This design comes from an exercise in tuning for a short achievable clock period and few clock cycles on the open sky130 flow, not from production work.
In this exercise RTL edits were held to simulation tests only and were not proved equivalent to the original.
Power and IR drop assume default switching activity.

`flow/design.v`:
```
`default_nettype none
package rv_pkg;
  localparam logic [6:0] op_load    = 7'b0000011;
  localparam logic [6:0] op_store   = 7'b0100011;
  localparam logic [6:0] op_imm     = 7'b0010011;
  localparam logic [6:0] op_reg     = 7'b0110011;
  localparam logic [6:0] op_branch  = 7'b1100011;
  localparam logic [6:0] op_jal     = 7'b1101111;
  localparam logic [6:0] op_custom0 = 7'b0001011;
  localparam int sel_add  = 0;   
  localparam int sel_and  = 1;   
  localparam int sel_or   = 2;   
  localparam int sel_xor  = 3;   
  localparam int sel_slt  = 4;   
  localparam int sel_shr  = 5;   
  localparam int sel_shl  = 6;   
  localparam int sel_min  = 7;   
  localparam int sel_max  = 8;   
  localparam int sel_abs  = 9;
  localparam int n_sel    = 10;
endpackage
`default_nettype wire
`timescale 1ns/100ps
`default_nettype none
module rv_pipeline_top (
  input  logic        clk,
  input  logic        reset,
  input  logic [31:0] instr,
  input  logic [31:0] read_data,
  output logic [31:0] pc,
  output logic        mem_write,
  output logic [31:0] data_addr,
  output logic [31:0] write_data
);
  localparam int NS = rv_pkg::n_sel;
  logic [31:0] pc_r;
  logic        d_valid;
  logic [31:0] d_instr;
  logic [31:0] d_pc;
  logic          e_wr;        
  logic          e_load;
  logic          e_store;
  logic          e_c_eq;      
  logic          e_c_ne;      
  logic          e_c_lt;      
  logic          e_c_ge;      
  logic [4:0]    e_rd;
  logic [NS-1:0] e_sel;
  logic          e_inv_b;     
  logic          e_sgn;       
  logic          e_arith;     
  logic          e_rot;       
  logic          e_fa;        
  logic          e_fb;        
  logic          e_fs;        
  logic [31:0]   e_a;
  logic [31:0]   e_b;
  logic [31:0]   e_sd;
  logic [31:0]   e_alt;       
  logic        m_wr;
  logic        m_load;
  logic        m_store;
  logic [4:0]  m_rd;
  logic [31:0] m_res;
  logic [31:0] m_sd;
  logic        w_wr;
  logic [4:0]  w_rd;
  logic [31:0] w_val;
  logic [31:0] rf [1:31];
  logic [6:0]  d_op;
  logic [2:0]  d_f3;
  logic [4:0]  d_rs1, d_rs2, d_rd;
  logic        d_is_load, d_is_store, d_is_imm, d_is_reg, d_is_cust, d_is_br, d_is_jal;
  logic        d_use1, d_use2, d_wr;
  logic [31:0] d_imm_i, d_imm_s, d_imm_b, d_imm_j;
  logic        d_pred;
  logic [31:0] d_target, d_pc4;
  logic [31:0] d_v1, d_v2;
  logic        stall, d_redirect;
  logic [NS-1:0] d_sel;
  logic        d_inv_b, d_sgn, d_arith, d_rot;
  logic        d_c_eq, d_c_ne, d_c_lt, d_c_ge;
  assign d_op  = d_instr[6:0];
  assign d_f3  = d_instr[14:12];
  assign d_rs1 = d_instr[19:15];
  assign d_rs2 = d_instr[24:20];
  assign d_rd  = d_instr[11:7];
  assign d_is_load  = d_op == rv_pkg::op_load;
  assign d_is_store = d_op == rv_pkg::op_store;
  assign d_is_imm   = d_op == rv_pkg::op_imm;
  assign d_is_reg   = d_op == rv_pkg::op_reg;
  assign d_is_cust  = d_op == rv_pkg::op_custom0;
  assign d_is_br    = d_op == rv_pkg::op_branch;
  assign d_is_jal   = d_op == rv_pkg::op_jal;
  assign d_use1 = d_is_load | d_is_store | d_is_imm | d_is_reg | d_is_cust | d_is_br;
  assign d_use2 = d_is_store | d_is_reg | d_is_cust | d_is_br;
  assign d_wr   = (d_is_load | d_is_imm | d_is_reg | d_is_cust | d_is_jal) && d_rd != 5'd0;
  assign d_imm_i = {{20{d_instr[31]}}, d_instr[31:20]};
  assign d_imm_s = {{20{d_instr[31]}}, d_instr[31:25], d_instr[11:7]};
  assign d_imm_b = {{20{d_instr[31]}}, d_instr[7], d_instr[30:25], d_instr[11:8], 1'b0};
  assign d_imm_j = {{12{d_instr[31]}}, d_instr[19:12], d_instr[20], d_instr[30:21], 1'b0};
  assign d_pred   = d_is_jal | (d_is_br & d_instr[31] & (d_f3[2:1] != 2'b01));
  assign d_target = d_pc + (d_is_jal ? d_imm_j : d_imm_b);
  assign d_pc4    = d_pc + 32'd4;
  assign stall = d_valid && e_load &&
                 ((d_use1 && d_rs1 == e_rd) || (d_use2 && d_rs2 == e_rd));
  always_comb begin
    if (m_wr && m_rd == d_rs1)      d_v1 = m_load ? read_data : m_res;
    else if (w_wr && w_rd == d_rs1) d_v1 = w_val;
    else if (d_rs1 == 5'd0)         d_v1 = 32'd0;
    else                            d_v1 = rf[d_rs1];
    if (m_wr && m_rd == d_rs2)      d_v2 = m_load ? read_data : m_res;
    else if (w_wr && w_rd == d_rs2) d_v2 = w_val;
    else if (d_rs2 == 5'd0)         d_v2 = 32'd0;
    else                            d_v2 = rf[d_rs2];
  end
  always_comb begin
    d_sel   = '0;
    d_inv_b = 1'b0;
    d_sgn   = 1'b0;
    d_arith = 1'b0;
    d_rot   = 1'b0;
    d_c_eq  = 1'b0;
    d_c_ne  = 1'b0;
    d_c_lt  = 1'b0;
    d_c_ge  = 1'b0;
    if (d_is_imm || d_is_reg) begin
      case (d_f3)
        3'b000: begin
          d_sel[rv_pkg::sel_add] = 1'b1;
          d_inv_b = d_is_reg & d_instr[30];
        end
        3'b001: d_sel[rv_pkg::sel_shl] = 1'b1;
        3'b010: begin
          d_sel[rv_pkg::sel_slt] = 1'b1;
          d_sgn = 1'b1;
        end
        3'b011: d_sel[rv_pkg::sel_slt] = 1'b1;
        3'b100: d_sel[rv_pkg::sel_xor] = 1'b1;
        3'b101: begin
          d_sel[rv_pkg::sel_shr] = 1'b1;
          d_arith = d_instr[30];
        end
        3'b110: d_sel[rv_pkg::sel_or] = 1'b1;
        default: d_sel[rv_pkg::sel_and] = 1'b1;
      endcase
    end else if (d_is_cust) begin
      case ({d_instr[26:25], d_f3})
        5'b00_000: begin d_sel[rv_pkg::sel_and] = 1'b1; d_inv_b = 1'b1; end
        5'b00_001: begin d_sel[rv_pkg::sel_or]  = 1'b1; d_inv_b = 1'b1; end
        5'b00_010: begin d_sel[rv_pkg::sel_xor] = 1'b1; d_inv_b = 1'b1; end
        5'b01_000: begin d_sel[rv_pkg::sel_min] = 1'b1; d_sgn = 1'b1; end
        5'b01_001: begin d_sel[rv_pkg::sel_max] = 1'b1; d_sgn = 1'b1; end
        5'b01_010: d_sel[rv_pkg::sel_min] = 1'b1;
        5'b01_011: d_sel[rv_pkg::sel_max] = 1'b1;
        5'b10_000: begin d_sel[rv_pkg::sel_shl] = 1'b1; d_rot = 1'b1; end
        5'b10_001: begin d_sel[rv_pkg::sel_shr] = 1'b1; d_rot = 1'b1; end
        5'b11_000: d_sel[rv_pkg::sel_abs] = 1'b1;
        default:   d_sel[rv_pkg::sel_add] = 1'b1;
      endcase
    end else if (d_is_br) begin
      d_sgn = ~d_f3[1];
      case (d_f3)
        3'b000: if (d_pred) d_c_ne = 1'b1; else d_c_eq = 1'b1;
        3'b001: if (d_pred) d_c_eq = 1'b1; else d_c_ne = 1'b1;
        3'b100, 3'b110: if (d_pred) d_c_ge = 1'b1; else d_c_lt = 1'b1;
        3'b101, 3'b111: if (d_pred) d_c_lt = 1'b1; else d_c_ge = 1'b1;
        default: ;
      endcase
    end else begin
      d_sel[rv_pkg::sel_add] = 1'b1;
    end
  end
  logic [31:0] op_a, op_b, st_d;
  logic [31:0] b_x, sum, neg_a, shr_o, shl_o, res;
  logic [63:0] shr_w, shl_w;
  logic        lt, eq, mispredict;
  logic [4:0]  sh;
  assign op_a = e_fa ? m_res : e_a;
  assign op_b = e_fb ? m_res : e_b;
  assign st_d = e_fs ? m_res : e_sd;
  assign b_x   = op_b ^ {32{e_inv_b}};
  assign sum   = op_a + b_x + {31'd0, e_inv_b};
  assign neg_a = 32'd0 - op_a;
  assign lt    = {op_a[31] ^ e_sgn, op_a[30:0]} < {op_b[31] ^ e_sgn, op_b[30:0]};
  assign eq    = op_a == op_b;
  assign sh    = op_b[4:0];
  assign shr_w = {(e_rot ? op_a : {32{e_arith & op_a[31]}}), op_a} >> sh;
  assign shl_w = {op_a, (e_rot ? op_a : 32'd0)} << sh;
  assign shr_o = shr_w[31:0];
  assign shl_o = shl_w[63:32];
  always_comb begin
    res = '0;
    if (e_sel[rv_pkg::sel_add]) res = res | sum;
    if (e_sel[rv_pkg::sel_and]) res = res | (op_a & b_x);
    if (e_sel[rv_pkg::sel_or])  res = res | (op_a | b_x);
    if (e_sel[rv_pkg::sel_xor]) res = res | (op_a ^ b_x);
    if (e_sel[rv_pkg::sel_slt]) res = res | {31'd0, lt};
    if (e_sel[rv_pkg::sel_shr]) res = res | shr_o;
    if (e_sel[rv_pkg::sel_shl]) res = res | shl_o;
    if (e_sel[rv_pkg::sel_min]) res = res | (lt ? op_a : op_b);
    if (e_sel[rv_pkg::sel_max]) res = res | (lt ? op_b : op_a);
    if (e_sel[rv_pkg::sel_abs]) res = res | (op_a[31] ? neg_a : op_a);
  end
  assign mispredict = (e_c_eq & eq) | (e_c_ne & ~eq) | (e_c_lt & lt) | (e_c_ge & ~lt);
  assign d_redirect = d_valid & d_pred & ~stall & ~mispredict;
  assign pc         = pc_r;
  assign mem_write  = m_store;
  assign data_addr  = m_res;
  assign write_data = m_sd;
  always_ff @(posedge clk or posedge reset) begin
    if (reset) begin
      pc_r    <= '0;
      d_valid <= 1'b0;
    end else begin
      if (mispredict)      pc_r <= e_alt;
      else if (d_redirect) pc_r <= d_target;
      else if (!stall)     pc_r <= pc_r + 32'd4;
      if (mispredict || d_redirect) d_valid <= 1'b0;
      else if (!stall)              d_valid <= 1'b1;
    end
  end
  always_ff @(posedge clk) begin
    if (!stall) begin
      d_instr <= instr;
      d_pc    <= pc_r;
    end
  end
  always_ff @(posedge clk or posedge reset) begin
    if (reset) begin
      e_wr    <= 1'b0;
      e_load  <= 1'b0;
      e_store <= 1'b0;
      e_c_eq  <= 1'b0;
      e_c_ne  <= 1'b0;
      e_c_lt  <= 1'b0;
      e_c_ge  <= 1'b0;
    end else if (mispredict || stall || !d_valid) begin
      e_wr    <= 1'b0;
      e_load  <= 1'b0;
      e_store <= 1'b0;
      e_c_eq  <= 1'b0;
      e_c_ne  <= 1'b0;
      e_c_lt  <= 1'b0;
      e_c_ge  <= 1'b0;
    end else begin
      e_wr    <= d_wr;
      e_load  <= d_is_load;
      e_store <= d_is_store;
      e_c_eq  <= d_c_eq;
      e_c_ne  <= d_c_ne;
      e_c_lt  <= d_c_lt;
      e_c_ge  <= d_c_ge;
    end
  end
  always_ff @(posedge clk) begin
    e_rd    <= d_rd;
    e_sel   <= d_sel;
    e_inv_b <= d_inv_b;
    e_sgn   <= d_sgn;
    e_arith <= d_arith;
    e_rot   <= d_rot;
    e_fa    <= d_use1 && e_wr && e_rd == d_rs1;
    e_fb    <= (d_is_reg | d_is_cust | d_is_br) && e_wr && e_rd == d_rs2;
    e_fs    <= e_wr && e_rd == d_rs2;
    e_a     <= d_is_jal ? d_pc4 : d_v1;
    e_b     <= d_is_jal ? 32'd0 :
               (d_is_imm | d_is_load) ? d_imm_i :
               d_is_store ? d_imm_s : d_v2;
    e_sd    <= d_v2;
    e_alt   <= d_pred ? d_pc4 : d_target;
  end
  always_ff @(posedge clk or posedge reset) begin
    if (reset) begin
      m_wr    <= 1'b0;
      m_load  <= 1'b0;
      m_store <= 1'b0;
    end else begin
      m_wr    <= e_wr;
      m_load  <= e_load;
      m_store <= e_store;
    end
  end
  always_ff @(posedge clk) begin
    m_rd  <= e_rd;
    m_res <= res;
    m_sd  <= st_d;
  end
  always_ff @(posedge clk or posedge reset) begin
    if (reset) begin
      w_wr <= 1'b0;
    end else begin
      w_wr <= m_wr;
    end
  end
  always_ff @(posedge clk) begin
    w_rd  <= m_rd;
    w_val <= m_load ? read_data : m_res;
  end
  always_ff @(posedge clk or posedge reset) begin
    if (reset) begin
      for (int i = 1; i < 32; i++) rf[i] <= '0;
    end else if (w_wr) begin
      rf[w_rd] <= w_val;
    end
  end
endmodule
`default_nettype wire
```
`flow/config.mk`:
```
export PLATFORM = sky130hd
export DESIGN_NAME = rv_pipeline_top
export DESIGN_NICKNAME = rv_pipeline_top
export VERILOG_FILES = /design/flow/design.v
export SDC_FILE = /design/flow/constraint.sdc
export NUM_CORES = 4
export LEC_CHECK = 0
export ABC_CLOCK_PERIOD_IN_PS = 3000
export CAP_MARGIN = 20
export CORE_MARGIN = 2
export CORE_UTILIZATION = 30
export PLACE_DENSITY = 0.38
export SETUP_SLACK_MARGIN = 5
export SLEW_MARGIN = 20
```
`flow/run.sh`:
```
#!/bin/bash
# synth_recipe.tcl (not shown) runs the flow's synth.tcl, then flattens the netlist and writes it again
# the make line also repeats each setting of config.mk as NAME=value (left out here)
make -C /OpenROAD-flow-scripts/flow DESIGN_CONFIG=/design/flow/config.mk WORK_HOME=/design/flow/orfs CLKGATE_MAP_FILE= SYNTH_SCRIPT=/design/flow/synth_recipe.tcl finish
```
`flow/constraint.sdc`:
```
create_clock -name core_clock -period 10.0 [get_ports {clk}]
set_input_delay 2.0000 -clock core_clock [delete_from_list [all_inputs] [get_ports {clk}]]
set_output_delay 2.0000 -clock core_clock [all_outputs]
set_load 0.01 [all_outputs]
```
==> reports/qor.yml, run 1 <==
outcome:
  outcome: "finished clean"
grt:
  grt_pass1_wl_mm: 579
  first_global_vias: 64400
  grt_overflow: 0
  grt_usage: 0.332
  antenna_found_initial: 18
  grt_start_max_net_pins: 145
floorplan:
  row_count: 183
  core-area_mm2: 0.248
  io-pin-count: 163
  die_x_um: 503
  dieArea_mm2: 0.253
  initial_utilization: 0.301
  die_h_um: 503
clock_network:
  cts.sinks: 1368
  path_clk_slew_ps: 60
  numCtsBuffers: 167
  insertion_delay_ps: 850
  cts_tree: "built"
  cts_root_buf: "clkbuf_16"
  clk_path_buf_depth: 3
  cts_max_level: 4
sta:
  hold_viol_final: 0
  finalCriticalPeriod_ps: 5110
  fin_worst_skew_ps: 38.5
  setup_viol: 0
  final-max-slew-violation-count: 0
  worstMarginPinSlew_ps: 1320
  max_slew_margin: 0.113
  fmax_ghz: 0.196
  rsz0062_at_grt: "false"
  hold_ws_ps: 372
  worst_slack_ps: 4890
  min_period_over_period: 0.511
cells_and_area:
  nNetsFinal: 7254
  final_cells: 10500
  finalInstanceArea_mm2: 0.0873
  fin_util: 0.351
  drive_gt1_frac: 0.253
  syn_to_final_growth_pct: 16.6
power_and_ir_drop:
  switchingPower_mw: 4.52
  p_leak_nw: 37.9
  powerDensity_mw_per_mm2: 170
  p_int_mw: 10.3
  combPwrFrac: 0.145
  ir_drop_mv: 0.178
  sequentialPowerShare: 0.422
  clockPowerShare: 0.434
  swShare: 0.304
place:
  dpl_cell_area_mm2: 0.0810
  gp_congestion: 0.947
  post-dp-hpwl_mm: 274
  pre_cts_slack_ps: 3910
  port_buffers: 162
  placed_cells: 10200
critical_path:
  path_max_fanout: 15
  arrival_ps: 5870
  cp-start-kind: "register"
  path_cells: "nand3b_1 -> nor2_4 -> buf_4 -> buf_4 -> a221oi_1 -> nand4_1 -> nor3_1 -> nor2_1 -> a211oi_1 -> a21oi_1 -> nor2_1 -> a21oi_1"
  crit_type: "reg -> reg"
  crit_path_max_incr_delay_ps: 990
  crit_path_end_kind: "register"
  crit_required_ps: 10760
  crit_path_top_delay_cell: "edfxtp_1"
detailed_routing:
  drc: 0
  routed_via_density: 6.36
  firstDrtPassIters: 7
  drt-initial-drc-count: 8565
  via_count: 67000
  postRouteAntennaNets: 0
  drt-total-wl_mm: 433
  post_drt_wl_per_cell_um: 41.1
yosys:
  yosysWarnings: 2
  synth-edff-count: 64
  synthTopCellsByCount: "mux2_2, dfrtp_1, clkbuf_1"
  synth_top_area_frac: 0.346
  netlist_area_mm2: 0.0748
  ys_dominant_reg_cell: "dfrtp_1"
  synth_cells: 7082
  seq_area_frac_synth: 0.444
  synth_top_cells_by_area: "dfrtp_1, mux2_2, dfxtp_1"
  syn_area_per_cell_um2: 10.6
  yosysTopAreaCell: "dfrtp_1"
  netlist-cell-type-count: 86
  synthArstFlopShare: 0.757
  ys_seq_elements: 1368
  syn-num-nets: 7279
  synth_most_common_cell: "mux2_2"
worst_hold_path:
  hp-class: "reg -> reg"
run:
  drv_cap: 0
cells in the final DEF (no fill, tap or decap), types with 26 or more instances in the layout:
cell type,n
o21ai_0,221
nor3_1,89
clkbuf_1,42
a22oi_1,326
dfxtp_1,253
a21oi_1,356
clkdlybuf4s50_1,162
clkinv_2,28
mux2i_1,219
xor2_1,63
nand2_1,366
mux2_2,1069
xnor2_1,126
a22o_1,280
a221o_1,26
clkbuf_16,173
nor2_4,73
a211oi_1,85
clkbuf_8,31
nand3_1,99
o211ai_1,59
nand2b_1,35
a221oi_1,336
buf_4,248
nor2_1,295
a222oi_1,31
edfxtp_1,64
a21o_1,64
dfrtp_1,1035
nand4_1,178
ha_1,129
inv_1,120
path summary, 6_finish.rpt:
path / slack, ps / cells after the start / startpoint / end
max: 4890 / 12 / d_instr[17] / e_a[15]
min: 370 / 0 / e_store / m_store
max reg2reg: 4890 / 12 / d_instr[17] / e_a[15]
min reg2reg: 370 / 0 / e_store / m_store
max in group asynchronous: 6400 / 4 / reset / rf[31][16]
min in group asynchronous: 1890 / 3 / reset / rf[16][13]
final cells by class:
type	count	area (µm²)
multi-input cells	4945	39600
well taps	3330	4170
flip-flops and latches	1368	33200
repair buffers	441	4090
fillers	24900	161000
clock inverters	58	776
clock buffers	245	4890
diodes	10	25.0
inverters	134	513
registers in the layout (all words and copies together) (netlist names), 32 cells and up, named ones only:
name     count
rf         992
d_instr     32
d_pc        32
e_a         32
e_alt       32
e_b         32
e_sd        32
m_res       32
m_sd        32
pc_r        32
w_val       32
timing repair:
item	CTS	global route
hold buffers	0	0
buffers inserted	11	15
endpoints found under the setup margin	74	36
gates resized for setup	33	30
pin swaps	4	5
gates cloned	0	2
through the flow:
stage / power, mW / setup TNS [ps]
2_1_floorplan: 7.39 / -6507930
4_1_cts: 14.9 / 0
5_1_grt: 15.3 / 0
3_3_place_gp: 8.43 / 0
6_report: 14.8 / 0
3_5_place_dp: 8.43 / 0
cells by family (layout without fill, tap and decap cells):
kind of cell	count (synthesis)	count (layout)	share of synthesized area
compound gates	2005	2005	0.196
flops	1368	1368	0.444
simple gates	1312	1312	0.0825
mux	1307	1308	0.193
buf+inv	770	878	0.0397
xor+xnor	189	189	0.0221
fa+ha+maj	131	131	0.0221
other cells	0	10	0
worst max-delay path: cells and delay by family, from the launching register on:
kind / cells / cell delay [ps]
compound gates: 4 / 720
buf+inv: 2 / 1050
simple gates: 6 / 2180
flops: 1 / 990
per-layer routing:
| layer | share of wire | vias up | track usage | routed length, µm |
|---|---|---|---|---|
| met2 | 0.44 | 4107 | 0.509 | 190000 |
| met5 | 0.000062 | - | 0 | 27 |
| met4 | 0.060 | 4 | 0.168 | 26000 |
| met1 | 0.41 | 34900 | 0.434 | 178000 |
| li1 | - | 26900 | - | - |
| met3 | 0.090 | 1091 | 0.0790 | 39000 |
power groups by stage:
stage	sequential, mW	combinational [mW]	clock [mW]
6_report	6.26	2.15	6.44
5_1_grt	6.29	2.29	6.76
4_1_cts	6.25	2.10	6.53
3_5_place_dp	6.35	2.09	0
3_3_place_gp	6.36	2.08	0
2_1_floorplan	6.19	1.20	0
Testbench counts, summed over its fixed seeds: cycles 33,735.
==> inputs of run 2 (changes only) <==
--- a/flow/design.v
+++ b/flow/design.v
@@ -37,6 +37,8 @@
   logic        d_valid;
   logic [31:0] d_instr;
   logic [31:0] d_pc;
+  logic [31:0] d_pc4;
+  logic        d_fpred;       
   logic          e_wr;        
   logic          e_load;
   logic          e_store;
@@ -53,6 +55,7 @@
   logic          e_fa;        
   logic          e_fb;        
   logic          e_fs;        
+  logic          e_fsl;       
   logic [31:0]   e_a;
   logic [31:0]   e_b;
   logic [31:0]   e_sd;
@@ -61,25 +64,47 @@
   logic        m_load;
   logic        m_store;
   logic [4:0]  m_rd;
-  logic [31:0] m_res;
+  logic [31:0] m_res;         
   logic [31:0] m_sd;
+  logic [31:0] m_b;           
+  logic        m_lt;          
+  logic        m_min;
+  logic        m_max;
   logic        w_wr;
   logic [4:0]  w_rd;
   logic [31:0] w_val;
   logic [31:0] rf [1:31];
+  localparam int NB = 8;
+  logic [NB-1:0]  bt_v;
+  logic [31:1]    bt_pc  [NB];
+  logic [31:1]    bt_tgt [NB];
+  logic [2:0]     bt_ptr;
+  logic [NB-1:0]  bt_hit;
+  logic           f_hit;
+  logic [31:0]    f_tgt, f_pc4, pc_other, pc_next;
+  always_comb begin
+    f_tgt = '0;
+    for (int k = 0; k < NB; k++) begin
+      bt_hit[k] = bt_v[k] && bt_pc[k] == pc_r[31:1];
+      if (bt_hit[k]) f_tgt[31:1] = f_tgt[31:1] | bt_tgt[k];
+    end
+  end
+  assign f_hit = |bt_hit;
+  assign f_pc4 = pc_r + 32'd4;
   logic [6:0]  d_op;
   logic [2:0]  d_f3;
   logic [4:0]  d_rs1, d_rs2, d_rd;
   logic        d_is_load, d_is_store, d_is_imm, d_is_reg, d_is_cust, d_is_br, d_is_jal;
   logic        d_use1, d_use2, d_wr;
   logic [31:0] d_imm_i, d_imm_s, d_imm_b, d_imm_j;
-  logic        d_pred;
-  logic [31:0] d_target, d_pc4;
+  logic        d_pred, d_fill;
+  logic [31:0] d_target;
   logic [31:0] d_v1, d_v2;
-  logic        stall, d_redirect;
+  logic        stall, d_redirect, e_mm;
   logic [NS-1:0] d_sel;
   logic        d_inv_b, d_sgn, d_arith, d_rot;
   logic        d_c_eq, d_c_ne, d_c_lt, d_c_ge;
+  logic [31:0] m_val;
   assign d_op  = d_instr[6:0];
   assign d_f3  = d_instr[14:12];
   assign d_rs1 = d_instr[19:15];
@@ -100,16 +125,18 @@
   assign d_imm_b = {{20{d_instr[31]}}, d_instr[7], d_instr[30:25], d_instr[11:8], 1'b0};
   assign d_imm_j = {{12{d_instr[31]}}, d_instr[19:12], d_instr[20], d_instr[30:21], 1'b0};
   assign d_pred   = d_is_jal | (d_is_br & d_instr[31] & (d_f3[2:1] != 2'b01));
-  assign d_target = d_pc + (d_is_jal ? d_imm_j : d_imm_b);
-  assign d_pc4    = d_pc + 32'd4;
-  assign stall = d_valid && e_load &&
-                 ((d_use1 && d_rs1 == e_rd) || (d_use2 && d_rs2 == e_rd));
+  assign d_target = d_pc + (d_instr[3] ? d_imm_j : d_imm_b);
+  assign e_mm  = e_sel[rv_pkg::sel_min] | e_sel[rv_pkg::sel_max];
+  assign stall = d_valid && e_wr && (e_load || e_mm) &&
+                 ((d_use1 && d_rs1 == e_rd) ||
+                  (d_use2 && d_rs2 == e_rd && !(d_is_store && e_load)));
+  assign m_val = ((m_min & ~m_lt) | (m_max & m_lt)) ? m_b : m_res;
   always_comb begin
-    if (m_wr && m_rd == d_rs1)      d_v1 = m_load ? read_data : m_res;
+    if (m_wr && m_rd == d_rs1)      d_v1 = m_load ? read_data : m_val;
     else if (w_wr && w_rd == d_rs1) d_v1 = w_val;
     else if (d_rs1 == 5'd0)         d_v1 = 32'd0;
     else                            d_v1 = rf[d_rs1];
-    if (m_wr && m_rd == d_rs2)      d_v2 = m_load ? read_data : m_res;
+    if (m_wr && m_rd == d_rs2)      d_v2 = m_load ? read_data : m_val;
     else if (w_wr && w_rd == d_rs2) d_v2 = w_val;
     else if (d_rs2 == 5'd0)         d_v2 = 32'd0;
     else                            d_v2 = rf[d_rs2];
@@ -178,7 +205,7 @@
   logic [4:0]  sh;
   assign op_a = e_fa ? m_res : e_a;
   assign op_b = e_fb ? m_res : e_b;
-  assign st_d = e_fs ? m_res : e_sd;
+  assign st_d = e_fsl ? read_data : e_fs ? m_res : e_sd;
   assign b_x   = op_b ^ {32{e_inv_b}};
   assign sum   = op_a + b_x + {31'd0, e_inv_b};
   assign neg_a = 32'd0 - op_a;
@@ -198,12 +225,15 @@
     if (e_sel[rv_pkg::sel_slt]) res = res | {31'd0, lt};
     if (e_sel[rv_pkg::sel_shr]) res = res | shr_o;
     if (e_sel[rv_pkg::sel_shl]) res = res | shl_o;
-    if (e_sel[rv_pkg::sel_min]) res = res | (lt ? op_a : op_b);
-    if (e_sel[rv_pkg::sel_max]) res = res | (lt ? op_b : op_a);
+    if (e_mm)                   res = res | op_a;
     if (e_sel[rv_pkg::sel_abs]) res = res | (op_a[31] ? neg_a : op_a);
   end
   assign mispredict = (e_c_eq & eq) | (e_c_ne & ~eq) | (e_c_lt & lt) | (e_c_ge & ~lt);
-  assign d_redirect = d_valid & d_pred & ~stall & ~mispredict;
+  assign d_redirect = d_valid & (d_pred ^ d_fpred) & ~stall;
+  assign d_fill     = d_valid & d_pred & ~d_fpred & ~stall;
+  assign pc_other = d_redirect ? (d_pred ? d_target : d_pc4) :
+                    stall ? pc_r : f_hit ? f_tgt : f_pc4;
+  assign pc_next  = mispredict ? e_alt : pc_other;
   assign pc         = pc_r;
   assign mem_write  = m_store;
   assign data_addr  = m_res;
@@ -213,9 +243,7 @@
       pc_r    <= '0;
       d_valid <= 1'b0;
     end else begin
-      if (mispredict)      pc_r <= e_alt;
-      else if (d_redirect) pc_r <= d_target;
-      else if (!stall)     pc_r <= pc_r + 32'd4;
+      pc_r <= pc_next;
       if (mispredict || d_redirect) d_valid <= 1'b0;
       else if (!stall)              d_valid <= 1'b1;
     end
@@ -224,6 +252,23 @@
     if (!stall) begin
       d_instr <= instr;
       d_pc    <= pc_r;
+      d_pc4   <= f_pc4;
+      d_fpred <= f_hit;
+    end
+  end
+  always_ff @(posedge clk or posedge reset) begin
+    if (reset) begin
+      bt_v   <= '0;
+      bt_ptr <= '0;
+    end else if (d_fill) begin
+      bt_v[bt_ptr] <= 1'b1;
+      bt_ptr       <= bt_ptr + 3'd1;
+    end
+  end
+  always_ff @(posedge clk) begin
+    if (d_fill) begin
+      bt_pc[bt_ptr]  <= d_pc[31:1];
+      bt_tgt[bt_ptr] <= d_target[31:1];
     end
   end
   always_ff @(posedge clk or posedge reset) begin
@@ -263,6 +308,7 @@
     e_fa    <= d_use1 && e_wr && e_rd == d_rs1;
     e_fb    <= (d_is_reg | d_is_cust | d_is_br) && e_wr && e_rd == d_rs2;
     e_fs    <= e_wr && e_rd == d_rs2;
+    e_fsl   <= e_load && e_wr && e_rd == d_rs2;
     e_a     <= d_is_jal ? d_pc4 : d_v1;
     e_b     <= d_is_jal ? 32'd0 :
                (d_is_imm | d_is_load) ? d_imm_i :
@@ -285,6 +331,10 @@
     m_rd  <= e_rd;
     m_res <= res;
     m_sd  <= st_d;
+    m_b   <= op_b;
+    m_lt  <= lt;
+    m_min <= e_sel[rv_pkg::sel_min];
+    m_max <= e_sel[rv_pkg::sel_max];
   end
   always_ff @(posedge clk or posedge reset) begin
     if (reset) begin
@@ -295,7 +345,7 @@
   end
   always_ff @(posedge clk) begin
     w_rd  <= m_rd;
-    w_val <= m_load ? read_data : m_res;
+    w_val <= m_load ? read_data : m_val;
   end
   always_ff @(posedge clk or posedge reset) begin
     if (reset) begin
==> flow/flow/run.sh (new file) <==
#!/bin/bash
set -euo pipefail
bash standard.sh SETUP_SLACK_MARGIN=7 "BUFFER_PORTS_ARGS=-buffer_cell sky130_fd_sc_hd__buf_6" finish > standard_flow.log 2>&1
==> flow/standard.sh (new file) <==
#!/bin/bash
# synth_recipe.tcl (not shown) runs the flow's synth.tcl, then flattens the netlist and writes it again
# the make line also repeats each setting of config.mk as NAME=value (left out here)
make -C /OpenROAD-flow-scripts/flow DESIGN_CONFIG=/design/flow/config.mk WORK_HOME=/design/flow/orfs CLKGATE_MAP_FILE= SYNTH_SCRIPT=/design/flow/synth_recipe.tcl "${@:-finish}"
==> flow/config.mk (replaced) <==
export PLATFORM = sky130hd
export DESIGN_NAME = rv_pipeline_top
export DESIGN_NICKNAME = rv_pipeline_top
export VERILOG_FILES = /design/flow/design.v
export SDC_FILE = /design/flow/constraint.sdc
export NUM_CORES = 4
export LEC_CHECK = 0
export ABC_CLOCK_PERIOD_IN_PS = 2500
export CAP_MARGIN = 20
export CORE_MARGIN = 2
export CORE_UTILIZATION = 35
export PLACE_DENSITY = 0.45
export SETUP_SLACK_MARGIN = 5
export SLEW_MARGIN = 20
removed: flow/run.sh
==> run 2 against run 1 <==
Effect of this change: sequential share of layout area down 0.43 points; worst setup slack better by 1200 ps; combinational power up 110%; largest power group is now sequential cells; largest cell class is now sequential cells.
==> reports/qor.yml, run 2 <==
clock_network:
  cts_root_buf: "clkbuf_16"
  ctsHoldBuffers: 0  # unchanged
  insertion_delay_ps: 950  # +100 ps
  numCtsBuffers: 220  # +32%
  cts_max_level: 4  # unchanged
  path_clk_slew_ps: 70  # about the same
  clk_path_buf_depth: 4  # +1
  cts.sinks: 1942  # +42%
  cts_tree: "built"
floorplan:
  die_x_um: 529  # +5.1%
  core-area_mm2: 0.274  # +10%
  initial_utilization: 0.352  # +0.0510
  row_count: 192  # +4.9%
  die_h_um: 529  # +5.1%
  io-pin-count: 163  # unchanged
  dieArea_mm2: 0.280  # +10%
place:
  port_buffers: 162  # unchanged
  gp_congestion: 0.921  # -2.7%
  placed_cells: 11800  # +16%
  post-dp-hpwl_mm: 290  # +6.2%
detailed_routing:
  wl_met2_mm: 228  # +20%
  wl_met1_mm: 209  # +17%
  drc: 0  # unchanged
  postRouteAntennaNets: 0  # unchanged
  wl_met3_mm: 64.8  # +66%
  top_layer: "met5"
  firstDrtPassIters: 8  # +1
  drt-initial-drc-count: 14300  # +67%
  routed_via_density: 6.59  # +3.6%
  via_count: 88000  # +31%
  drt-total-wl_mm: 546  # +26%
  post_drt_wl_per_cell_um: 40.9  # -0.58%
run:
  drv_cap: 0  # unchanged
power_and_ir_drop:
  combPwrFrac: 0.199  # +0.054
  switchingPower_mw: 6.65  # +47%
  p_leak_nw: 56.0  # +48%
  sequentialPowerShare: 0.415  # -0.007
  power_mw: 22.1  # +49%
  powerDensity_mw_per_mm2: 166  # -2.6%
  p_int_mw: 15.4  # +50%
  swShare: 0.301  # -0.00323
  ir_drop_mv: 0.173  # -2.7%
  clockPowerShare: 0.385  # -0.049
yosys:
  synth_cells: 8441  # +19%
  syn-num-nets: 8641  # +19%
  synthArstFlopShare: 0.539  # -0.218
  synth_top_cells_by_area: "dfrtp_1, edfxtp_1, mux2_2"
  synth_most_common_cell: "dfrtp_1"
  ys_dominant_reg_cell: "dfrtp_1"
  netlist_area_mm2: 0.0965  # +29%
  syn_area_per_cell_um2: 11.4  # +8.1%
  yosysWarnings: 2  # unchanged
  netlist-cell-type-count: 104  # +21%
  yosysTopAreaCell: "dfrtp_1"
  synthTopCellsByCount: "dfrtp_1, mux2_2, a22oi_1"
  synth_top_area_frac: 0.272  # -0.0748
  synth-edff-count: 591  # +820%
  seq_area_frac_synth: 0.519  # +0.0749
  ys_seq_elements: 1942  # +42%
sta:
  worstMarginPinSlew_ps: 1320  # -5.41 ps
  fmax_ghz: 0.257  # +31%
  setup_viol: 0  # unchanged
  hold_ws_ps: 365  # -6.75 ps
  rsz0062_at_grt: "true"
  min_period_over_period: 0.389  # -0.121
  hold_viol_final: 0  # unchanged
  final-max-slew-violation-count: 0  # unchanged
  finalCriticalPeriod_ps: 3890  # -1210 ps
  fin_worst_skew_ps: 75.4  # +36.9 ps
  max_slew_margin: 0.123  # +0.0104
cells_and_area:
  register_area_mm2: 0.0502  # +51%
  mostFrequentLayoutCells: "dfrtp_1, mux2_2, buf_4, a22oi_1, edfxtp_1"
  top_register: "rf"
  syn_to_final_growth_pct: 38.3
  drive_gt1_frac: 0.420  # +0.167
  nNetsFinal: 9751  # +34%
  nFillCells: 24200  # -2.7%
  fin_util: 0.487  # +0.136
  largest_reg_flops: 992  # unchanged
  reg_top3: "rf x992, bt_pc x248, bt_tgt x248"
  layout_commonest_cell: "dfrtp_1"
  multiInputGateArea_mm2: 0.0501  # +26%
  final_cells: 13300  # +27%
critical_path:
  crit_path_end_kind: "register"
  rrSetupSlack_ps: 6110  # +1210 ps
  crit_type: "reg -> reg"
  rr_worst_depth: 16  # +4
  crit_required_ps: 10760  # about the same
  arrival_ps: 4660  # -1210 ps
  path_max_fanout: 8  # -7
  cp-start-kind: "register"
grt:
  grt_start_max_net_pins: 140  # -3.4%
  antenna_found_initial: 40  # +22
  first_global_vias: 82700  # +28%
  grt_usage: 0.373  # +0.0414
  grt_pass1_wl_mm: 723  # +25%
  grt_overflow: 0  # unchanged
outcome:
  outcome: "finished clean"
worst_hold_path:
  hold-path-cell-count: 0  # unchanged
  hp-class: "reg -> reg"
run 2: area by class of cell:
type                       count  share of cell area
antenna                       19            0.000356
clock buffer                 324              0.0483
clock inverter                88             0.00748
inverter                     149             0.00458
multi-input combinational   5650               0.375
sequential                  1942               0.376
tap                         3589              0.0337
timing repair buffer        1584               0.154
timing repair inverter         4            0.000291
run 2: critical path, stage by stage, from the launching register on:
cell and delay (ps):
dfxtp_4 370, buf_12 150, buf_16 160, buf_16 190
mux2i_4 300, ha_4 240, a21o_1 160, a211oi_2 300
o21a_1 250, o21ai_4 120, o22ai_4 240, mux2i_4 350
buf_12 160, nand2_8 70, buf_12 150, buf_16 130
a221o_1 340
run 2: power by group through the flow:
stage / clock (mW) / sequential (mW) / combinational, mW
3_3_place_gp: 0 / 9.42 / 2.80
6_report: 8.51 / 9.17 / 4.41
2_1_floorplan: 0 / 9.13 / 1.48
4_1_cts: 8.56 / 9.15 / 4.02
5_1_grt: 8.88 / 9.19 / 4.51
3_5_place_dp: 0 / 9.42 / 2.82
run 2: cells by family after synthesis:
logic type                 share of synthesized area
buffers and inverters                         0.0356
and+or+nand+nor                               0.0813
AOI/OAI and AO/OA                              0.152
DFF                                            0.519
xor gates and xnor gates                      0.0401
muxes                                          0.155
adders and majority gates                     0.0175
run 2: per-layer routing:
layer | global-route usage | up-vias
li1 | - | 34300
met5 | 0.00173 | -
met4 | 0.239 | 22
met3 | 0.106 | 1967
met2 | 0.541 | 6805
met1 | 0.486 | 44900
run 2: what timing repair did:
item	in CTS	in global routing
pin swaps	426	421
resized for setup	1724	575
cloned	105	32
setup endpoints to repair	1844	1514
hold endpoints to repair	0	0
buffers inserted	762	241
run 2: path summary, 6_finish.rpt:
| check | from | endpoint |
|---|---|---|
| worst max-delay path | e_fb | pc_r[19] |
| worst min-delay path | e_store | m_store |
| worst max register to register | e_fb | pc_r[19] |
| worst min register to register | e_store | m_store |
| max in group asynchronous | reset | rf[28][4] |
| min in group asynchronous | reset | rf[24][20] |
run 2: through the flow:
stage                     cell area, µm²  setup TNS [ps]  worst slack (ps)
final                             133000               0              6110
after global routing              133000               0              6070
after CTS                         128000               0              6200
after detailed placement          103000               0              3170
after global placement            103000               0              3210
after floorplan                    96500        -6738120             -6440
Testbench counts of run 2, summed over its fixed seeds: cycles 32,650.
==> inputs of run 3 (changes only) <==
--- a/flow/design.v
+++ b/flow/design.v
@@ -52,12 +52,9 @@
   logic          e_sgn;       
   logic          e_arith;     
   logic          e_rot;       
-  logic          e_fa;        
-  logic          e_fb;        
-  logic          e_fs;        
   logic          e_fsl;       
   logic [31:0]   e_a;
-  logic [31:0]   e_b;
+  logic [31:0]   e_b;         
   logic [31:0]   e_sd;
   logic [31:0]   e_alt;       
   logic        m_wr;
@@ -104,6 +101,8 @@
   logic [NS-1:0] d_sel;
   logic        d_inv_b, d_sgn, d_arith, d_rot;
   logic        d_c_eq, d_c_ne, d_c_lt, d_c_ge;
+  logic        d_fa, d_fb, d_fs;
+  logic [31:0] d_a, d_b;
   logic [31:0] m_val;
   assign d_op  = d_instr[6:0];
   assign d_f3  = d_instr[14:12];
@@ -130,6 +129,13 @@
   assign stall = d_valid && e_wr && (e_load || e_mm) &&
                  ((d_use1 && d_rs1 == e_rd) ||
                   (d_use2 && d_rs2 == e_rd && !(d_is_store && e_load)));
+  assign d_fa = d_use1 && e_wr && e_rd == d_rs1;
+  assign d_fb = (d_is_reg | d_is_cust | d_is_br) && e_wr && e_rd == d_rs2;
+  assign d_fs = e_wr && e_rd == d_rs2;
+  assign d_a  = d_is_jal ? d_pc4 : d_v1;
+  assign d_b  = d_is_jal ? 32'd0 :
+                (d_is_imm | d_is_load) ? d_imm_i :
+                d_is_store ? d_imm_s : d_v2;
   assign m_val = ((m_min & ~m_lt) | (m_max & m_lt)) ? m_b : m_res;
   always_comb begin
     if (m_wr && m_rd == d_rs1)      d_v1 = m_load ? read_data : m_val;
@@ -199,15 +205,14 @@
     end
   end
   logic [31:0] op_a, op_b, st_d;
-  logic [31:0] b_x, sum, neg_a, shr_o, shl_o, res;
+  logic [31:0] sum, neg_a, shr_o, shl_o, res;
   logic [63:0] shr_w, shl_w;
   logic        lt, eq, mispredict;
   logic [4:0]  sh;
-  assign op_a = e_fa ? m_res : e_a;
-  assign op_b = e_fb ? m_res : e_b;
-  assign st_d = e_fsl ? read_data : e_fs ? m_res : e_sd;
-  assign b_x   = op_b ^ {32{e_inv_b}};
-  assign sum   = op_a + b_x + {31'd0, e_inv_b};
+  assign op_a = e_a;
+  assign op_b = e_b;
+  assign st_d = e_fsl ? read_data : e_sd;
+  assign sum   = op_a + op_b + {31'd0, e_inv_b};
   assign neg_a = 32'd0 - op_a;
   assign lt    = {op_a[31] ^ e_sgn, op_a[30:0]} < {op_b[31] ^ e_sgn, op_b[30:0]};
   assign eq    = op_a == op_b;
@@ -219,9 +224,9 @@
   always_comb begin
     res = '0;
     if (e_sel[rv_pkg::sel_add]) res = res | sum;
-    if (e_sel[rv_pkg::sel_and]) res = res | (op_a & b_x);
-    if (e_sel[rv_pkg::sel_or])  res = res | (op_a | b_x);
-    if (e_sel[rv_pkg::sel_xor]) res = res | (op_a ^ b_x);
+    if (e_sel[rv_pkg::sel_and]) res = res | (op_a & op_b);
+    if (e_sel[rv_pkg::sel_or])  res = res | (op_a | op_b);
+    if (e_sel[rv_pkg::sel_xor]) res = res | (op_a ^ op_b);
     if (e_sel[rv_pkg::sel_slt]) res = res | {31'd0, lt};
     if (e_sel[rv_pkg::sel_shr]) res = res | shr_o;
     if (e_sel[rv_pkg::sel_shl]) res = res | shl_o;
@@ -305,15 +310,10 @@
     e_sgn   <= d_sgn;
     e_arith <= d_arith;
     e_rot   <= d_rot;
-    e_fa    <= d_use1 && e_wr && e_rd == d_rs1;
-    e_fb    <= (d_is_reg | d_is_cust | d_is_br) && e_wr && e_rd == d_rs2;
-    e_fs    <= e_wr && e_rd == d_rs2;
     e_fsl   <= e_load && e_wr && e_rd == d_rs2;
-    e_a     <= d_is_jal ? d_pc4 : d_v1;
-    e_b     <= d_is_jal ? 32'd0 :
-               (d_is_imm | d_is_load) ? d_imm_i :
-               d_is_store ? d_imm_s : d_v2;
-    e_sd    <= d_v2;
+    e_a     <= d_fa ? res : d_a;
+    e_b     <= d_fb ? res ^ {32{d_inv_b}} : d_b ^ {32{d_inv_b}};
+    e_sd    <= d_fs ? res : d_v2;
     e_alt   <= d_pred ? d_pc4 : d_target;
   end
   always_ff @(posedge clk or posedge reset) begin
==> run 3 against run 2 <==
Effect of this change: clock skew is 38 ps higher; global-route usage is 1.2 points higher; area after synthesis is 2.1% higher; via count is 5.8% higher; worst hold slack worse by 42 ps; sequential power is 7.3% higher; worst setup slack better by 51 ps; combinational power is 53% higher; non-clock buffer count stayed put; die area is 2.1% higher; design area is 1.9% higher.
==> reports/qor.yml, run 3 <==
outcome:
  outcome: "finished clean"
cells_and_area:
  drive_gt1_frac: 0.422  # +0.00241
  nNetsFinal: 10000  # +2.9%
  largest_reg_flops: 992  # unchanged
  syn_to_final_growth_pct: 38.0
  multiInputGateArea_mm2: 0.0521  # +4.0%
  layout_commonest_cell: "mux2_2"
  top_register: "rf"
  mostFrequentLayoutCells: "mux2_2, dfrtp_1, buf_4, edfxtp_1, a22oi_1"
  reg_top3: "rf x992, bt_pc x248, bt_tgt x248"
  register_area_mm2: 0.0502  # about the same
  nFillCells: 24900  # +2.7%
sta:
  hold_viol_final: 0  # unchanged
  hold_ws_ps: 323  # -42.0 ps
  fmax_ghz: 0.260  # +1.3%
  setup-tns-final_ps: 0  # unchanged
  worstMarginPinSlew_ps: 1290  # -27.6 ps
  max_slew_margin: 0.119  # -0.00377
  setup_viol: 0  # unchanged
  min_period_over_period: 0.384  # -0.00507
  final-max-slew-violation-count: 0  # unchanged
  fin_worst_skew_ps: 113  # +37.8 ps
  worst_slack_ps: 6160  # +50.7 ps
  rsz0062_at_grt: "true"
  finalCriticalPeriod_ps: 3840  # -50.7 ps
power_and_ir_drop:
  powerDensity_mw_per_mm2: 186  # +12%
  ir_drop_mv: 0.163  # -5.6%
  switchingPower_mw: 8.32  # +25%
  clockPowerShare: 0.344  # -0.041
  sequentialPowerShare: 0.389  # -0.026
  p_int_mw: 17.0  # +9.9%
  p_leak_nw: 57.4  # +2.5%
  combPwrFrac: 0.267  # +0.068
  swShare: 0.329  # +0.0277
  power_mw: 25.3  # +14%
floorplan:
  die_x_um: 535  # +1.1%
  core-area_mm2: 0.280  # +2.1%
  io-pin-count: 163  # unchanged
  row_count: 194  # +1.0%
  initial_utilization: 0.352  # about the same
  die_h_um: 535  # +1.1%
  dieArea_mm2: 0.286  # +2.1%
run:
  drv_cap: 0  # unchanged
worst_hold_path:
  holdPathEnd: "m_rd[4]"
  hold-path-cell-count: 0  # unchanged
  worstHoldStart: "e_rd[4]"
  hp-class: "reg -> reg"
detailed_routing:
  routed_via_density: 6.76  # +2.6%
  drt-total-wl_mm: 579  # +6.0%
  via_count: 93100  # +5.8%
  postRouteAntennaNets: 0  # unchanged
  firstDrtPassIters: 11  # +3
  post_drt_wl_per_cell_um: 42.0  # +2.8%
  drc: 0  # unchanged
  drt-initial-drc-count: 14700  # +2.9%
clock_network:
  numCtsBuffers: 221  # +0.45%
  cts.sinks: 1939  # -0.15%
  path_clk_slew_ps: 60  # about the same
  insertion_delay_ps: 980  # +30 ps
  cts_root_buf: "clkbuf_16"
  cts_tree: "built"
  cts_max_level: 4  # unchanged
  clk_path_buf_depth: 4  # unchanged
grt:
  first_global_vias: 86700  # +4.9%
  grt_start_max_net_pins: 170  # +21%
  grt_pass1_wl_mm: 765  # +5.9%
  grt_overflow: 0  # unchanged
  grt_usage: 0.385  # +0.0121
  antenna_found_initial: 41  # +2.5%
yosys:
  yosysWarnings: 2  # unchanged
  ys_seq_elements: 1939  # -0.15%
  synth_most_common_cell: "mux2_2"
  synthArstFlopShare: 0.540  # +0.000834
  synth_top_cells_by_area: "dfrtp_1, edfxtp_1, mux2_2"
  synth-edff-count: 591  # unchanged
  syn-num-nets: 9030  # +4.5%
  synth_cells: 8830  # +4.6%
  seq_area_frac_synth: 0.507  # -0.0114
  yosysTopAreaCell: "dfrtp_1"
  netlist_area_mm2: 0.0985  # +2.1%
  netlist-cell-type-count: 96  # -7.7%
  synthTopCellsByCount: "mux2_2, dfrtp_1, clkbuf_1"
  syn_area_per_cell_um2: 11.2  # -2.4%
  ys_dominant_reg_cell: "dfrtp_1"
  synth_top_area_frac: 0.266  # -0.00566
place:
  pre_cts_slack_ps: 4510  # +1340 ps
  post-dp-hpwl_mm: 322  # +11%
  gp_congestion: 0.980  # +6.4%
  port_buffers: 162  # unchanged
critical_path:
  path_max_fanout: 5  # -3
  rrSetupSlack_ps: 6160  # +50 ps
  crit_type: "reg -> reg"
  worst_r2r_endpoint: "e_b[15]"
  cp-start-kind: "register"
  arrival_ps: 4590  # -70 ps
  crit_required_ps: 10750  # about the same
  r2r-start: "d_instr[23]"
  rr_worst_depth: 15  # -1
  crit_path_end_kind: "register"
[run 3: cell types whose count changed after synthesis, moves of 74 or more]
cell      change
nand2_1      -94
clkbuf_1    +133
mux2i_1     -174
and2_1       +74
and3_1      +201
xor2_1       -92
nor2_1       +90
nand3_1     +290
[run 3: worst max path at each step]
stage	startpoint	to	slack, ps	cells after the start
global route	d_instr[21]	pc_r[25]	6190	17
floorplan	reset	bt_ptr[0]	-6440	1
detailed placement	e_a[29]	pc_r[19]	4510	11
finish	d_instr[23]	e_b[15]	6160	15
global placement	e_a[29]	pc_r[19]	4600	11
CTS	pc_r[18]	pc[18]	6260	2
[run 3: layout make-up]
type	count	share of cell area
well taps	3724	0.0343
diodes	19	0.000350
repair inverters	2	0.000101
repair buffers	1584	0.152
clock inverters	112	0.00976
flip-flops and latches	1939	0.370
multi-input cells	5944	0.383
clock buffers	300	0.0466
inverters	143	0.00441
[run 3: kinds of logic (layout without fill, tap and decap cells)]
logic type / count (synthesis) / after routing / synth area share
AOI/OAI and AO/OA: 1932 / 1933 / 0.141
other: 0 / 19 / 0
and+or+nand+nor: 2248 / 2259 / 0.116
adders and majority gates: 134 / 134 / 0.0172
xor gates and xnor gates: 380 / 381 / 0.0338
muxes: 1237 / 1237 / 0.147
buffers and inverters: 960 / 2141 / 0.0372
DFF: 1939 / 1939 / 0.507
[run 3: power groups by stage]
| stage | Clock, mW | Combinational [mW] | Sequential [mW] |
|---|---|---|---|
| after floorplan | 0 | 2.25 | 9.51 |
| after CTS | 8.74 | 5.86 | 9.79 |
| after detailed placement | 0 | 3.94 | 9.99 |
| final | 8.69 | 6.75 | 9.84 |
| after global routing | 9.06 | 6.93 | 9.83 |
| after global placement | 0 | 3.89 | 9.99 |
[run 3: what timing repair did]
action,in CTS,in global routing
setup buffers,697,243
hold buffers,0,0
endpoints found under the setup margin,1991,1349
pin swaps,429,372
hold endpoints to repair,0,0
cloned,116,48
gates resized for setup,1905,610
[run 3: layer usage]
layer  up-vias  share of wire  routed length, µm  GRT usage
met5         -         0.0012                721    0.00233
met2      7704           0.41             239000      0.558
met3      2348           0.13              72600      0.122
li1      35600              -                  -          -
met4        32          0.085              49200      0.247
met1     47400           0.38             217000      0.495
[run 3: worst max-delay path: stages (launching register included)]
cell and delay [ps]:
edfxtp_1 410, buf_12 170, buf_6 120, and3b_2 230, buf_12 150, buf_16 150, and2_4 190, buf_12 130
a222oi_1 310, nor4bb_4 830, a211oi_2 230, a211oi_2 200, buf_4 170, o31ai_4 60, a21oi_2 170, xnor2_1 70
[run 3: metrics by stage]
stage	util	cells	area, µm²
after floorplan	-	8830	98600
after global placement	0.376	12200	105000
after detailed placement	0.376	12200	105000
after CTS	0.465	13500	130000
after global routing	0.486	13800	136000
final	0.486	13800	136000
Testbench counts of run 3, summed over its fixed seeds: cycles 32,650.
==> inputs of run 4 (changes only) <==
--- a/flow/design.v
+++ b/flow/design.v
@@ -34,11 +34,14 @@
 );
   localparam int NS = rv_pkg::n_sel;
   logic [31:0] pc_r;
+  logic        sq;
   logic        d_valid;
   logic [31:0] d_instr;
   logic [31:0] d_pc;
   logic [31:0] d_pc4;
   logic        d_fpred;       
+  logic [31:0] d_rs1_oh;      
+  logic [31:0] d_rs2_oh;
   logic          e_wr;        
   logic          e_load;
   logic          e_store;
@@ -71,6 +74,16 @@
   logic [4:0]  w_rd;
   logic [31:0] w_val;
   logic [31:0] rf [1:31];
+  logic [31:1] rf_w;
+  logic [31:0] rf_r1, rf_r2;  
+  always_comb begin
+    rf_r1 = '0;
+    rf_r2 = '0;
+    for (int k = 1; k < 32; k++) begin
+      rf_r1 = rf_r1 | ({32{d_rs1_oh[k] & rf_w[k]}} & rf[k]);
+      rf_r2 = rf_r2 | ({32{d_rs2_oh[k] & rf_w[k]}} & rf[k]);
+    end
+  end
   localparam int NB = 8;
   logic [NB-1:0]  bt_v;
   logic [31:1]    bt_pc  [NB];
@@ -95,7 +108,8 @@
   logic        d_use1, d_use2, d_wr;
   logic [31:0] d_imm_i, d_imm_s, d_imm_b, d_imm_j;
   logic        d_pred, d_fill;
-  logic [31:0] d_target;
+  logic [31:0] d_target, d_tgt_j, d_tgt_b;
+  logic        dv, ew, el, es;
   logic [31:0] d_v1, d_v2;
   logic        stall, d_redirect, e_mm;
   logic [NS-1:0] d_sel;
@@ -124,14 +138,20 @@
   assign d_imm_b = {{20{d_instr[31]}}, d_instr[7], d_instr[30:25], d_instr[11:8], 1'b0};
   assign d_imm_j = {{12{d_instr[31]}}, d_instr[19:12], d_instr[20], d_instr[30:21], 1'b0};
   assign d_pred   = d_is_jal | (d_is_br & d_instr[31] & (d_f3[2:1] != 2'b01));
-  assign d_target = d_pc + (d_instr[3] ? d_imm_j : d_imm_b);
+  assign d_tgt_j  = d_pc + d_imm_j;
+  assign d_tgt_b  = d_pc + d_imm_b;
+  assign d_target = ({32{d_instr[3]}} & d_tgt_j) | ({32{~d_instr[3]}} & d_tgt_b);
+  assign dv = d_valid & ~sq;
+  assign ew = e_wr & ~sq;
+  assign el = e_load & ~sq;
+  assign es = e_store & ~sq;
   assign e_mm  = e_sel[rv_pkg::sel_min] | e_sel[rv_pkg::sel_max];
-  assign stall = d_valid && e_wr && (e_load || e_mm) &&
+  assign stall = dv && ew && (el || e_mm) &&
                  ((d_use1 && d_rs1 == e_rd) ||
-                  (d_use2 && d_rs2 == e_rd && !(d_is_store && e_load)));
-  assign d_fa = d_use1 && e_wr && e_rd == d_rs1;
-  assign d_fb = (d_is_reg | d_is_cust | d_is_br) && e_wr && e_rd == d_rs2;
-  assign d_fs = e_wr && e_rd == d_rs2;
+                  (d_use2 && d_rs2 == e_rd && !(d_is_store && el)));
+  assign d_fa = d_use1 && ew && e_rd == d_rs1;
+  assign d_fb = (d_is_reg | d_is_cust | d_is_br) && ew && e_rd == d_rs2;
+  assign d_fs = ew && e_rd == d_rs2;
   assign d_a  = d_is_jal ? d_pc4 : d_v1;
   assign d_b  = d_is_jal ? 32'd0 :
                 (d_is_imm | d_is_load) ? d_imm_i :
@@ -140,12 +160,10 @@
   always_comb begin
     if (m_wr && m_rd == d_rs1)      d_v1 = m_load ? read_data : m_val;
     else if (w_wr && w_rd == d_rs1) d_v1 = w_val;
-    else if (d_rs1 == 5'd0)         d_v1 = 32'd0;
-    else                            d_v1 = rf[d_rs1];
+    else                            d_v1 = rf_r1;
     if (m_wr && m_rd == d_rs2)      d_v2 = m_load ? read_data : m_val;
     else if (w_wr && w_rd == d_rs2) d_v2 = w_val;
-    else if (d_rs2 == 5'd0)         d_v2 = 32'd0;
-    else                            d_v2 = rf[d_rs2];
+    else                            d_v2 = rf_r2;
   end
   always_comb begin
     d_sel   = '0;
@@ -205,7 +223,7 @@
     end
   end
   logic [31:0] op_a, op_b, st_d;
-  logic [31:0] sum, neg_a, shr_o, shl_o, res;
+  logic [31:0] sum, neg_a, shr_o, shl_o, res, res_o;
   logic [63:0] shr_w, shl_w;
   logic        lt, eq, mispredict;
   logic [4:0]  sh;
@@ -222,23 +240,22 @@
   assign shr_o = shr_w[31:0];
   assign shl_o = shl_w[63:32];
   always_comb begin
-    res = '0;
-    if (e_sel[rv_pkg::sel_add]) res = res | sum;
-    if (e_sel[rv_pkg::sel_and]) res = res | (op_a & op_b);
-    if (e_sel[rv_pkg::sel_or])  res = res | (op_a | op_b);
-    if (e_sel[rv_pkg::sel_xor]) res = res | (op_a ^ op_b);
-    if (e_sel[rv_pkg::sel_slt]) res = res | {31'd0, lt};
-    if (e_sel[rv_pkg::sel_shr]) res = res | shr_o;
-    if (e_sel[rv_pkg::sel_shl]) res = res | shl_o;
-    if (e_mm)                   res = res | op_a;
-    if (e_sel[rv_pkg::sel_abs]) res = res | (op_a[31] ? neg_a : op_a);
-  end
-  assign mispredict = (e_c_eq & eq) | (e_c_ne & ~eq) | (e_c_lt & lt) | (e_c_ge & ~lt);
-  assign d_redirect = d_valid & (d_pred ^ d_fpred) & ~stall;
-  assign d_fill     = d_valid & d_pred & ~d_fpred & ~stall;
-  assign pc_other = d_redirect ? (d_pred ? d_target : d_pc4) :
-                    stall ? pc_r : f_hit ? f_tgt : f_pc4;
-  assign pc_next  = mispredict ? e_alt : pc_other;
+    res_o = '0;
+    if (e_sel[rv_pkg::sel_and]) res_o = res_o | (op_a & op_b);
+    if (e_sel[rv_pkg::sel_or])  res_o = res_o | (op_a | op_b);
+    if (e_sel[rv_pkg::sel_xor]) res_o = res_o | (op_a ^ op_b);
+    if (e_sel[rv_pkg::sel_slt]) res_o = res_o | {31'd0, lt};
+    if (e_sel[rv_pkg::sel_shr]) res_o = res_o | shr_o;
+    if (e_sel[rv_pkg::sel_shl]) res_o = res_o | shl_o;
+    if (e_mm)                   res_o = res_o | op_a;
+    if (e_sel[rv_pkg::sel_abs]) res_o = res_o | (op_a[31] ? neg_a : op_a);
+  end
+  assign res = e_sel[rv_pkg::sel_add] ? sum : res_o;
+  assign mispredict = ~sq & ((e_c_eq & eq) | (e_c_ne & ~eq) | (e_c_lt & lt) | (e_c_ge & ~lt));
+  assign d_redirect = dv & (d_pred ^ d_fpred) & ~stall;
+  assign d_fill     = dv & d_pred & ~d_fpred & ~stall;
+  assign pc_other = d_redirect ? d_pc4 : stall ? pc_r : f_hit ? f_tgt : f_pc4;
+  assign pc_next  = mispredict ? e_alt : (d_redirect & d_pred) ? d_target : pc_other;
   assign pc         = pc_r;
   assign mem_write  = m_store;
   assign data_addr  = m_res;
@@ -247,10 +264,12 @@
     if (reset) begin
       pc_r    <= '0;
       d_valid <= 1'b0;
+      sq      <= 1'b0;
     end else begin
+      sq      <= mispredict;
       pc_r <= pc_next;
-      if (mispredict || d_redirect) d_valid <= 1'b0;
-      else if (!stall)              d_valid <= 1'b1;
+      if (d_redirect)  d_valid <= 1'b0;
+      else if (!stall) d_valid <= 1'b1;
     end
   end
   always_ff @(posedge clk) begin
@@ -259,6 +278,8 @@
       d_pc    <= pc_r;
       d_pc4   <= f_pc4;
       d_fpred <= f_hit;
+      d_rs1_oh <= 32'd1 << instr[19:15];
+      d_rs2_oh <= 32'd1 << instr[24:20];
     end
   end
   always_ff @(posedge clk or posedge reset) begin
@@ -285,7 +306,7 @@
       e_c_ne  <= 1'b0;
       e_c_lt  <= 1'b0;
       e_c_ge  <= 1'b0;
-    end else if (mispredict || stall || !d_valid) begin
+    end else if (stall || !dv) begin
       e_wr    <= 1'b0;
       e_load  <= 1'b0;
       e_store <= 1'b0;
@@ -310,10 +331,13 @@
     e_sgn   <= d_sgn;
     e_arith <= d_arith;
     e_rot   <= d_rot;
-    e_fsl   <= e_load && e_wr && e_rd == d_rs2;
-    e_a     <= d_fa ? res : d_a;
-    e_b     <= d_fb ? res ^ {32{d_inv_b}} : d_b ^ {32{d_inv_b}};
-    e_sd    <= d_fs ? res : d_v2;
+    e_fsl   <= el && ew && e_rd == d_rs2;
+    e_a     <= (d_fa & e_sel[rv_pkg::sel_add]) ? sum :
+               d_fa ? res_o : d_a;
+    e_b     <= (d_fb & e_sel[rv_pkg::sel_add]) ? sum ^ {32{d_inv_b}} :
+               d_fb ? res_o ^ {32{d_inv_b}} : d_b ^ {32{d_inv_b}};
+    e_sd    <= (d_fs & e_sel[rv_pkg::sel_add]) ? sum :
+               d_fs ? res_o : d_v2;
     e_alt   <= d_pred ? d_pc4 : d_target;
   end
   always_ff @(posedge clk or posedge reset) begin
@@ -322,9 +346,9 @@
       m_load  <= 1'b0;
       m_store <= 1'b0;
     end else begin
-      m_wr    <= e_wr;
-      m_load  <= e_load;
-      m_store <= e_store;
+      m_wr    <= ew;
+      m_load  <= el;
+      m_store <= es;
     end
   end
   always_ff @(posedge clk) begin
@@ -349,10 +373,13 @@
   end
   always_ff @(posedge clk or posedge reset) begin
     if (reset) begin
-      for (int i = 1; i < 32; i++) rf[i] <= '0;
-    end else if (w_wr) begin
-      rf[w_rd] <= w_val;
+      rf_w <= '0;
+    end else begin
+      for (int k = 1; k < 32; k++) if (w_wr && w_rd == 5'(k)) rf_w[k] <= 1'b1;
     end
   end
+  always_ff @(posedge clk) begin
+    for (int k = 1; k < 32; k++) if (w_wr && w_rd == 5'(k)) rf[k] <= w_val;
+  end
 endmodule
 `default_nettype wire
--- a/flow/config.mk
+++ b/flow/config.mk
@@ -12,3 +12,4 @@
 export PLACE_DENSITY = 0.45
 export SETUP_SLACK_MARGIN = 5
 export SLEW_MARGIN = 20
+export TNS_END_PERCENT = 10
==> run 4 against run 3 <==
Effect of this change: clock power is 0.5% lower; global-route usage is 4.8 points lower; die area is 5.9% lower; still clean on timing, DRC and antenna; first-iteration DRC count is 6.8% lower; total power is 2.8% lower; sequential power is 9% higher; fmax is 4.2% higher; via count is 19% lower; combinational power is 22% lower; critical path type unchanged.
==> reports/qor.yml, run 4 <==
outcome:
  outcome: "finished clean"
critical_path:
  path_max_fanout: 11  # +6
  crit_start: "e_b[9]"
  cp-start-kind: "register"
  crit_type: "reg -> reg"
  critical_path.endpoint: "pc_r[0]"
  worst_r2r_endpoint: "pc_r[0]"
  rr_worst_depth: 14  # -1
  arrival_ps: 4450  # -140 ps
  crit_required_ps: 10760  # about the same
  rrSetupSlack_ps: 6310  # +160 ps
  crit_path_end_kind: "register"
  r2r-start: "e_b[9]"
sta:
  hold_ws_ps: 362  # +39.2 ps
  fin_worst_skew_ps: 78.2  # -34.9 ps
  rsz0062_at_grt: "true"
  setup-tns-final_ps: 0  # unchanged
  worstMarginPinSlew_ps: 1220  # -67.2 ps
  hold_viol_final: 0  # unchanged
  finalCriticalPeriod_ps: 3690  # -156 ps
  min_period_over_period: 0.369  # -0.0156
  fmax_ghz: 0.271  # +4.2%
  max_slew_margin: 0.186  # +0.0670
  setup_viol: 0  # unchanged
  final-max-slew-violation-count: 0  # unchanged
yosys:
  syn-num-nets: 7533  # -17%
  ys_seq_elements: 2033  # +4.8%
  synth_most_common_cell: "edfxtp_1"
  synth_top_cells_by_area: "edfxtp_1, dfxtp_1, a22oi_1"
  synth_cells: 7319  # -17%
  synth-edff-count: 1645  # +180%
  synth_top_area_frac: 0.533  # +0.267
  yosysTopAreaCell: "edfxtp_1"
  syn_area_per_cell_um2: 12.7  # +13%
  netlist-cell-type-count: 105  # +9.4%
  ys_dominant_reg_cell: "edfxtp_1"
  synthArstFlopShare: 0.0428  # -0.497
  seq_area_frac_synth: 0.622  # +0.114
  netlist_area_mm2: 0.0927  # -5.9%
  yosysWarnings: 2  # unchanged
  synthTopCellsByCount: "edfxtp_1, nand2_1, nor2_1"
floorplan:
  dieArea_mm2: 0.269  # -5.9%
  initial_utilization: 0.353  # about the same
  io-pin-count: 163  # unchanged
  die_x_um: 519  # -3.0%
  row_count: 188  # -3.1%
  core-area_mm2: 0.263  # -6.0%
  die_h_um: 519  # -3.0%
clock_network:
  cts_root_buf: "clkbuf_16"
  clk_path_buf_depth: 4  # unchanged
  cts_max_level: 4  # unchanged
  insertion_delay_ps: 950  # -30 ps
  path_clk_slew_ps: 60  # about the same
  cts_tree: "built"
  numCtsBuffers: 228  # +3.2%
  cts.sinks: 2033  # +4.8%
  ctsHoldBuffers: 0  # unchanged
detailed_routing:
  post_drt_wl_per_cell_um: 41.5  # -1.3%
  drt-initial-drc-count: 13700  # -6.8%
  routed_via_density: 6.59  # -2.6%
  via_count: 75700  # -19%
  wl_met2_mm: 205  # -14%
  top_layer: "met5"
  wl_met1_mm: 186  # -15%
  drc: 0  # unchanged
  postRouteAntennaNets: 0  # unchanged
  firstDrtPassIters: 10  # -1
  drt-total-wl_mm: 477  # -18%
  wl_met3_mm: 55.7  # -23%
power_and_ir_drop:
  p_leak_nw: 40.6  # -29%
  ir_drop_mv: 0.159  # -2.7%
  powerDensity_mw_per_mm2: 213  # +15%
cells_and_area:
  largest_reg_flops: 992  # unchanged
  reg_top3: "rf x992, bt_pc x248, bt_tgt x248"
  top_register: "rf"
  layout_commonest_cell: "edfxtp_1"
  syn_to_final_growth_pct: 24.4
  nNetsFinal: 8000  # -20%
  drive_gt1_frac: 0.241  # -0.182
  mostFrequentLayoutCells: "edfxtp_1, nand2_1, a22oi_1, buf_4, nor2_1"
place:
  gp_congestion: 0.934  # -4.6%
  port_buffers: 162  # unchanged
  post-dp-hpwl_mm: 274  # -15%
grt:
  antenna_found_initial: 23  # -44%
  grt_pass1_wl_mm: 628  # -18%
  grt_usage: 0.337  # -0.0481
  grt_overflow: 0  # unchanged
  first_global_vias: 71500  # -18%
  grt_start_max_net_pins: 64  # -62%
worst_hold_path:
  hp-class: "reg -> reg"
  hold-path-cell-count: 0  # unchanged
run:
  drv_cap: 0  # unchanged
run 4: cell types whose count changed after synthesis, moves of 83 or more:
cell	delta
and3_1	-200
xor2_1	+115
a22o_1	+271
a221oi_1	+298
clkbuf_1	-251
xnor2_1	-83
mux2_2	-1005
dfrtp_1	-960
nand3_1	-279
a22oi_1	-246
edfxtp_1	+1054
run 4: logic make-up (layout without fill, tap and decap cells):
| family | after synthesis | count (layout) | synth area share |
|---|---|---|---|
| compound gates | 2067 | 2070 | 0.165 |
| xor+xnor | 412 | 412 | 0.0389 |
| fa+ha+maj | 148 | 148 | 0.0203 |
| buf+inv | 688 | 1336 | 0.0293 |
| flops | 2033 | 2033 | 0.622 |
| mux | 230 | 230 | 0.0334 |
| other cells | 0 | 4 | 0 |
| simple gates | 1741 | 1749 | 0.0918 |
run 4: critical path, stage by stage, from the launching register on:
cell	delay (ps)
dfxtp_1	550
inv_1	120
ha_1	400
nor4_2	210
nand2_2	160
nor4_4	430
mux2_4	360
a31o_4	250
o21ai_4	150
buf_12	160
buf_6	110
buf_12	120
buf_12	110
inv_8	60
a221o_1	340
run 4: through the flow:
stage | util | power [mW] | setup WS (ps) | area (µm²) | std cells
2_1_floorplan | - | 12.6 | 6090 | 92800 | 7319
3_3_place_gp | 0.377 | 14.8 | 4360 | 99100 | 10700
3_5_place_dp | 0.377 | 14.8 | 4340 | 99200 | 10700
4_1_cts | 0.422 | 24.0 | 6320 | 111000 | 11300
5_1_grt | 0.439 | 25.2 | 6260 | 115000 | 11500
6_report | 0.439 | 24.6 | 6310 | 115000 | 11500
run 4: worst min path at each step:
stage | start | end | slack (ps)
2_1_floorplan | e_sel[7] | m_min | 340
3_3_place_gp | e_sel[7] | m_min | 350
3_5_place_dp | e_sel[8] | m_max | 350
4_1_cts | e_sel[8] | m_max | 360
5_1_grt | e_sel[8] | m_max | 370
6_report | e_sel[8] | m_max | 360
run 4: area by class of cell:
cell class / instances / area (µm²)
Antenna cell: 4 / 10.0
Clock buffer: 302 / 6270
Clock inverter: 120 / 1260
Fill cell: 24000 / 147000
Inverter: 135 / 606
Multi-Input combinational cell: 4609 / 36300
Sequential cell: 2033 / 57800
Tap cell: 3515 / 4400
Timing Repair Buffer: 778 / 8720
Timing Repair inverter: 1 / 11.3
run 4: timing repair:
| item | in CTS | in global routing |
|---|---|---|
| setup buffers | 157 | 191 |
| pin swaps | 70 | 138 |
| resized for setup | 471 | 599 |
| gates cloned | 28 | 13 |
| setup endpoints to repair | 1158 | 1075 |
run 4: power by group:
group	internal, mW	total (mW)	switching (mW)
clock	5.00	8.65	3.65
combinational	2.00	5.25	3.24
sequential	10.0	10.7	0.655
run 4: layer usage:
metal,vias up,global-route usage
met1,38600,0.453
met3,1381,0.0859
li1,29800,-
met2,5918,0.503
met4,20,0.168
met5,-,0.00462
Testbench counts of run 4, summed over its fixed seeds: cycles 32,650.

Setup slack of run 4, layout unchanged: 6.314 ns with ideal ports, 6.224 ns with driving cells assumed (clock clkbuf_16, inputs buf_2), 5.950 ns with port delays also shifted by the 1.010 ns mid clock arrival.
